This design comes from an exercise in tuning for small area, a short achievable clock period and few clock cycles per item on the open sky130 flow, not from production work.
Only simulation tests tie the RTL to the original design; equivalence was not proved.
Power figures rest on the tool's default switching activity, not on a simulated workload.

**design/flow/run.sh**
```bash
#!/bin/bash
# synth_recipe.tcl (not shown) runs the flow's synth.tcl, then flattens the netlist and writes it again
# the make line also repeats each setting of config.mk as NAME=value (left out here)
make -C /OpenROAD-flow-scripts/flow DESIGN_CONFIG=/design/flow/config.mk WORK_HOME=/design/flow/orfs CLKGATE_MAP_FILE= SYNTH_SCRIPT=/design/flow/synth_recipe.tcl finish
```
**design/flow/config.mk**
```make
export PLATFORM = sky130hd
export DESIGN_NAME = fb_reader
export DESIGN_NICKNAME = fb_reader
export VERILOG_FILES = /design/flow/design.v
export SDC_FILE = /design/flow/constraint.sdc
export NUM_CORES = 4
export LEC_CHECK = 0
export CAP_MARGIN = 20
export CORE_MARGIN = 2
export CORE_UTILIZATION = 40
export SLEW_MARGIN = 20
```
**design/flow/constraint.sdc**
```tcl
create_clock -name core_clock -period 6.5 [get_ports {clk}]
set_input_delay 1.3000 -clock core_clock [delete_from_list [all_inputs] [get_ports {clk}]]
set_output_delay 1.3000 -clock core_clock [all_outputs]
set_load 0.01 [all_outputs]
```
**design/flow/design.v**
```verilog
module fb_fifo #(
  parameter int DEPTH = 64
) (
  input logic clk,
  input logic rst,
  input logic push,
  input logic [31:0] wdata,
  input logic pop,
  output logic [31:0] rdata,
  output logic valid,
  output logic [$clog2(DEPTH):0] count
);
  localparam int AW = $clog2(DEPTH);
  localparam int CW = AW + 1;
  logic [31:0] mem [DEPTH];
  logic [AW-1:0] wp, rp;
  logic do_push, do_pop;
  assign valid = count != '0;
  assign do_pop = pop & valid;
  assign do_push = push & ((count != CW'(DEPTH)) | do_pop);
  assign rdata = mem[rp];
  always_ff @(posedge clk) if (do_push) mem[wp] <= wdata;
  always_ff @(posedge clk or posedge rst)
    if (rst) begin
      wp <= '0;
      rp <= '0;
      count <= '0;
    end else begin
      wp <= wp + AW'(do_push);
      rp <= rp + AW'(do_pop);
      count <= count + CW'(do_push) - CW'(do_pop);
    end
endmodule
module fb_reader #(
  parameter int FIFO_DEPTH = 64,
  parameter logic [7:0] ARID = 8'h00
) (
  input logic clk,
  input logic rst,
  input logic start,
  input logic [31:0] base_addr,
  input logic [19:0] frame_words,
  output logic busy,
  output logic done,
  output logic pix_valid,
  input logic pix_ready,
  output logic [31:0] pix_data,
  output logic arvalid,
  input logic arready,
  output logic [7:0] arid,
  output logic [31:0] araddr,
  output logic [3:0] arlen,
  output logic [2:0] arsize,
  output logic [1:0] arburst,
  output logic [3:0] arcache,
  output logic [2:0] arprot,
  output logic [1:0] arlock,
  input logic rvalid,
  output logic rready,
  input logic [7:0] rid,
  input logic [1:0] rresp,
  input logic [31:0] rdata,
  input logic rlast
  ,
  output logic err
);
  localparam int BURST_WORDS = 16;
  localparam logic [31:0] BURST_BYTES = 32'd64;
  localparam logic [3:0] AXI_LEN = 4'd15;
  localparam logic [2:0] AXI_SIZE = 3'b010;
  localparam logic [1:0] AXI_INCR = 2'b01;
  localparam logic [3:0] AXI_CACHE = 4'b0011;
  localparam logic [1:0] IDLE = 2'd0;
  localparam logic [1:0] ADDR = 2'd1;
  localparam logic [1:0] DATA = 2'd2;
  localparam int CW = $clog2(FIFO_DEPTH) + 1;
  localparam logic [CW-1:0] ROOM_MAX = CW'(FIFO_DEPTH - BURST_WORDS);
  logic [1:0] state;
  logic [19:0] remaining;
  logic [3:0] beat;
  logic [CW-1:0] count;
  logic beat_in;
  logic unused;
  assign beat_in = rvalid & rready;
  assign arid = ARID;
  assign arlen = AXI_LEN;
  assign arsize = AXI_SIZE;
  assign arburst = AXI_INCR;
  assign arcache = AXI_CACHE;
  assign arprot = 3'b000;
  assign arlock = 2'b00;
  assign unused = ^rid;
  fb_fifo #(.DEPTH(FIFO_DEPTH)) u_fifo (
    .clk(clk),
    .rst(rst),
    .push(beat_in),
    .wdata(rdata),
    .pop(pix_ready),
    .rdata(pix_data),
    .valid(pix_valid),
    .count(count)
  );
  always_ff @(posedge clk or posedge rst)
    if (rst) begin
      state <= IDLE;
      busy <= 1'b0;
      done <= 1'b0;
      arvalid <= 1'b0;
      araddr <= '0;
      rready <= 1'b0;
      remaining <= '0;
      beat <= '0;
      err <= 1'b0;
    end else begin
      done <= 1'b0;
      case (state)
        IDLE:
          if (start) begin
            araddr <= base_addr;
            remaining <= frame_words;
            busy <= frame_words != '0;
            done <= frame_words == '0;
            state <= frame_words != '0 ? ADDR : IDLE;
            err <= 1'b0;
          end
        ADDR:
          if (arvalid && arready) begin
            arvalid <= 1'b0;
            araddr <= araddr + BURST_BYTES;
            remaining <= remaining - 20'(BURST_WORDS);
            rready <= 1'b1;
            beat <= '0;
            state <= DATA;
          end else if (count <= ROOM_MAX) arvalid <= 1'b1;
        DATA:
          if (beat_in) begin
            beat <= beat + 4'd1;
            if (rresp != 2'b00 || rlast != (beat == AXI_LEN)) err <= 1'b1;
            if (beat == AXI_LEN) begin
              rready <= 1'b0;
              state <= remaining != '0 ? ADDR : IDLE;
              busy <= remaining != '0;
              done <= remaining == '0;
            end
          end
        default: state <= IDLE;
      endcase
    end
endmodule
```
==> out/qor.yml <==
logic_synthesis:
  netlist.area_leader.share_pct: 74.5
  async_flop_share_pct: 3.85
  synth_area_leader_cell: "edfxtp_1"
  ys.flop_type: "edfxtp_1"
  synth_edf_count: 2048
  ys_seq_area_share_pct: 76.9
  netlist_instances: 3922
  yosysWarnings: 2
  synth_area_um2: 82600
  netlist_top_cells_area: "edfxtp_1, mux4_2, dfrtp_1, mux2i_1, a21oi_1"
  syn_area_per_cell_um2: 21.1
  synth.distinct_cells: 60
  synth_seq_cells: 2130
worst_setup_path:
  startpoint_type: "register"
  cp.arrival_ns: 4.72
  r2r_start: "u_fifo.count[4]$_DFF_PP0_"
  reg2reg_slack_ns: 2.61
  ff2ff_path_depth: 8
  path_max_fanout: 29
  r2r-end: "u_fifo.mem[23][20]$_DFFE_PP_"
  critical_path.startpoint: "u_fifo.rp[1]$_DFF_PP0_"
  crit_type: "register to output port"
  critical_path.endpoint_type: "output port"
  cp.required_ns: 5.20
layout:
  drive_gt1_share_pct: 24.2
  postLayoutCellArea_um2: 95100
  syn_to_final_growth_pct: 15.1
  fin_util_pct: 46.4
  final_nets: 4362
drt:
  met1_length_mm: 86.5
  viasPerCell: 5.70
  drc: 0
  routed-wl-met3_mm: 13.4
  dr_wl_met2_mm: 101
  drt_first_iter_violations: 4524
  wire_per_inst_um: 29.0
  wl_mm: 206
  top_layer: "met5"
  dr.pass1.iters: 5
  antenna_left: 0
  vias: 40500
worst_hold_path:
  hold_depth: 2
  holdPathEnd: "err$_DFFE_PP0P_"
  min_path_type: "register to register"
  min_from: "err$_DFFE_PP0P_"
floorplan:
  chipWidth_um: 458
  core_area_um2: 205000
  die-area_um2: 210000
  start_util_pct: 40.3
  die_h_um: 458
  ios: 197
  rows: 166
placement:
  dpl-instance-area_um2: 88300
  gp_congestion: 0.790
  port_buffers: 162
  place_ws_ns: 1.41
  dpl.hpwl_mm: 121
cts:
  cts_hold_buf: 0
  postCtsSetupBuffers: 0
  clock_path_buffers: 3
  cts_tree: "yes"
  path_clk_slew_ns: 0.06
  clkLatencyLatePin_ns: 0.85
  cts.repair.resized: 0
  htreeDepth: 4
  cts_buffers: 210
  cts_root_buf: "clkbuf_16"
  numClockSinks: 2130
sta:
  setup_viol: 0
  worst_hold_slack_ns: 0.504
  slew_viol_final: 0
  setup_tns_ns: 0
  period_needed_ns: 6.02
  hold_violations: 0
  relSlewSlack_pct: 23.3
  fmax_mhz: 166
  tightest_slew_ns: 1.15
  fin_crit_sh_pct: 92.6
  rsz0062_at_grt: "false"
  timing.final.ws_setup_ns: 0.481
  skew_ns: 0.0717
pwr:
  leakage_nw: 30.2
  powerDensity_nw_per_um2: 401
  peakVddDrop_uv: 309
global_routing:
  overflow: 0
  grt_pass1_wl_mm: 294
  antenna_found_initial: 11
  global_route.usage.total_pct: 19.4
  grt_pass1_vias: 41000
  grt_max_degree: 95
job:
  maxCapViolCount: 0
outcome:
  outcome: "finished clean"
==> how the worst max path moves through the flow <==
stage                                  end  slack [ns]  cells past startpoint
6_report                      pix_data[16]        0.48                      8
3_5_place_dp                  pix_data[16]        1.41                      8
2_1_floorplan  u_fifo.mem[62][0]$_DFFE_PP_        2.70                      4
4_1_cts                       pix_data[16]        0.47                      8
5_1_grt                       pix_data[16]        0.36                      8
3_3_place_gp                  pix_data[16]        1.38                      8
==> synth_stat cells, types with 3 or more instances <==
cell type and instances:
edfxtp_1 2048, mux4_2 486, mux2i_1 180, a21oi_1 152, nor2_1 126, clkbuf_1 101
o21ai_0 101, nand2_1 97, dfrtp_1 82, a22oi_1 68, o221ai_1 57, buf_2 55
buf_4 55, nand3_1 54, o22ai_1 44, buf_1 22, inv_1 20, ha_1 18
nor3_1 13, mux2_2 12, and3_1 8, nor2b_1 8, nor4_1 8, xnor2_1 8
xor2_1 8, and2_1 7, nand2b_1 7, nand4_1 7, a21o_1 6, a31oi_1 6
a211oi_1 5, buf_6 5, o2bb2ai_1 5, or2_2 4, nand3b_1 3, o31ai_1 3
or3_1 3
==> cell type report <==
cell class	count	area (um^2)
timing repair buffer	322	2950
multi-input combinational	1557	18400
clock buffer	263	5520
antenna	4	10.0
fill	16800	110000
tap	2688	3360
sequential	2130	63600
inverter	21	82.6
clock inverter	128	1200
==> worst max-delay path, cell delays in order, from the launching register on <==
cell and delay [ns]:
dfrtp_4 0.62, buf_4 0.29, or2_2 0.66, o221ai_1 0.34, o21ai_0 0.17, a21oi_1 0.64, o21ai_0 0.17, nand2_1 0.31
clkdlybuf4s50_1 0.61
==> metrics by stage <==
| stage | power, mW | instances |
|---|---|---|
| global route | 39.4 | 7110 |
| CTS | 38.4 | 7109 |
| floorplan | 22.3 | 3946 |
| global placement | 26.6 | 6718 |
| finish | 38.1 | 7113 |
| detailed placement | 26.6 | 6718 |
==> placed cells by master (no fill, tap or decap), drive strengths merged, types with 54 or more instances in the layout <==
cell and n:
o221ai 57, mux4 486, o21ai 102, dfrtp 82
clkinv 103, mux2i 180, a22oi 68, nand3 54
buf 192, nand2 97, edfxtp 2048, a21oi 152
nor2 126, clkbuf 263, clkdlybuf4s50 130
==> logic make-up after synthesis <==
| family | Yosys count | share of synthesized area, % |
|---|---|---|
| multiplexers | 678 | 15.6 |
| XOR/XNOR | 16 | 0.170 |
| AND/OR/NAND/NOR | 354 | 1.94 |
| buffers and inverters | 259 | 1.56 |
| other | 2 | 0.00909 |
| flip-flops | 2130 | 76.9 |
| AO/OA/AOI/OAI | 464 | 3.49 |
| adder cells (fa/ha/maj) | 19 | 0.297 |
==> metal layers <==
| metal | vias up | GRT usage, % |
|---|---|---|
| li1 | 17000 | - |
| met1 | 21900 | 26.9 |
| met2 | 1390 | 31.6 |
| met3 | 248 | 3.57 |
| met4 | 2 | 5.52 |
| met5 | - | 0 |
==> state kept, by name, indices dropped and copies added, names as in the netlist <==
name	cells
remaining	20
u_fifo.mem	2048
state	2
araddr	32
u_fifo.wp	6
err	1
busy	1
rready	1
done	1
arvalid	1
u_fifo.count	7
beat	4
u_fifo.rp	6
==> report_power, final <==
group          internal, mW  switching, mW  leakage (nW)
Combinational          4.66           6.19          7.44
Clock                  6.73           5.15          3.28
Sequential             15.1          0.259          19.5
Testbench counts, summed over its fixed seeds: cycles 58,138, words 27,200.

-- port drivers added, routing unchanged --
The results above use ideal ports. As a check the final layout listed here was re-extracted and re-timed, cells and wires unchanged.
Step 1: set_driving_cell puts a clkbuf_16 on clk and a buf_2 on each other input, an assumption about the parent block.
Step 2 moves the port delays by t, midway between the first and last clock arrival at a register: inputs arrive t later, outputs are due t later. That takes back most of the time a late clock gives input paths.
Three values: no drivers, after step 1, after step 2; two values: the first two.
t, ns: 0.895
slack for setup (ns): 0.481 / 0.404 / 1.299
slew at the worst register clock pin (ns): 0.07 / 0.07
pins driven straight from the clock port: 1
After both steps setup and hold are still met in this run. The setup slack of this run moves by -0.077 ns with the drivers and by +0.818 ns with both steps.
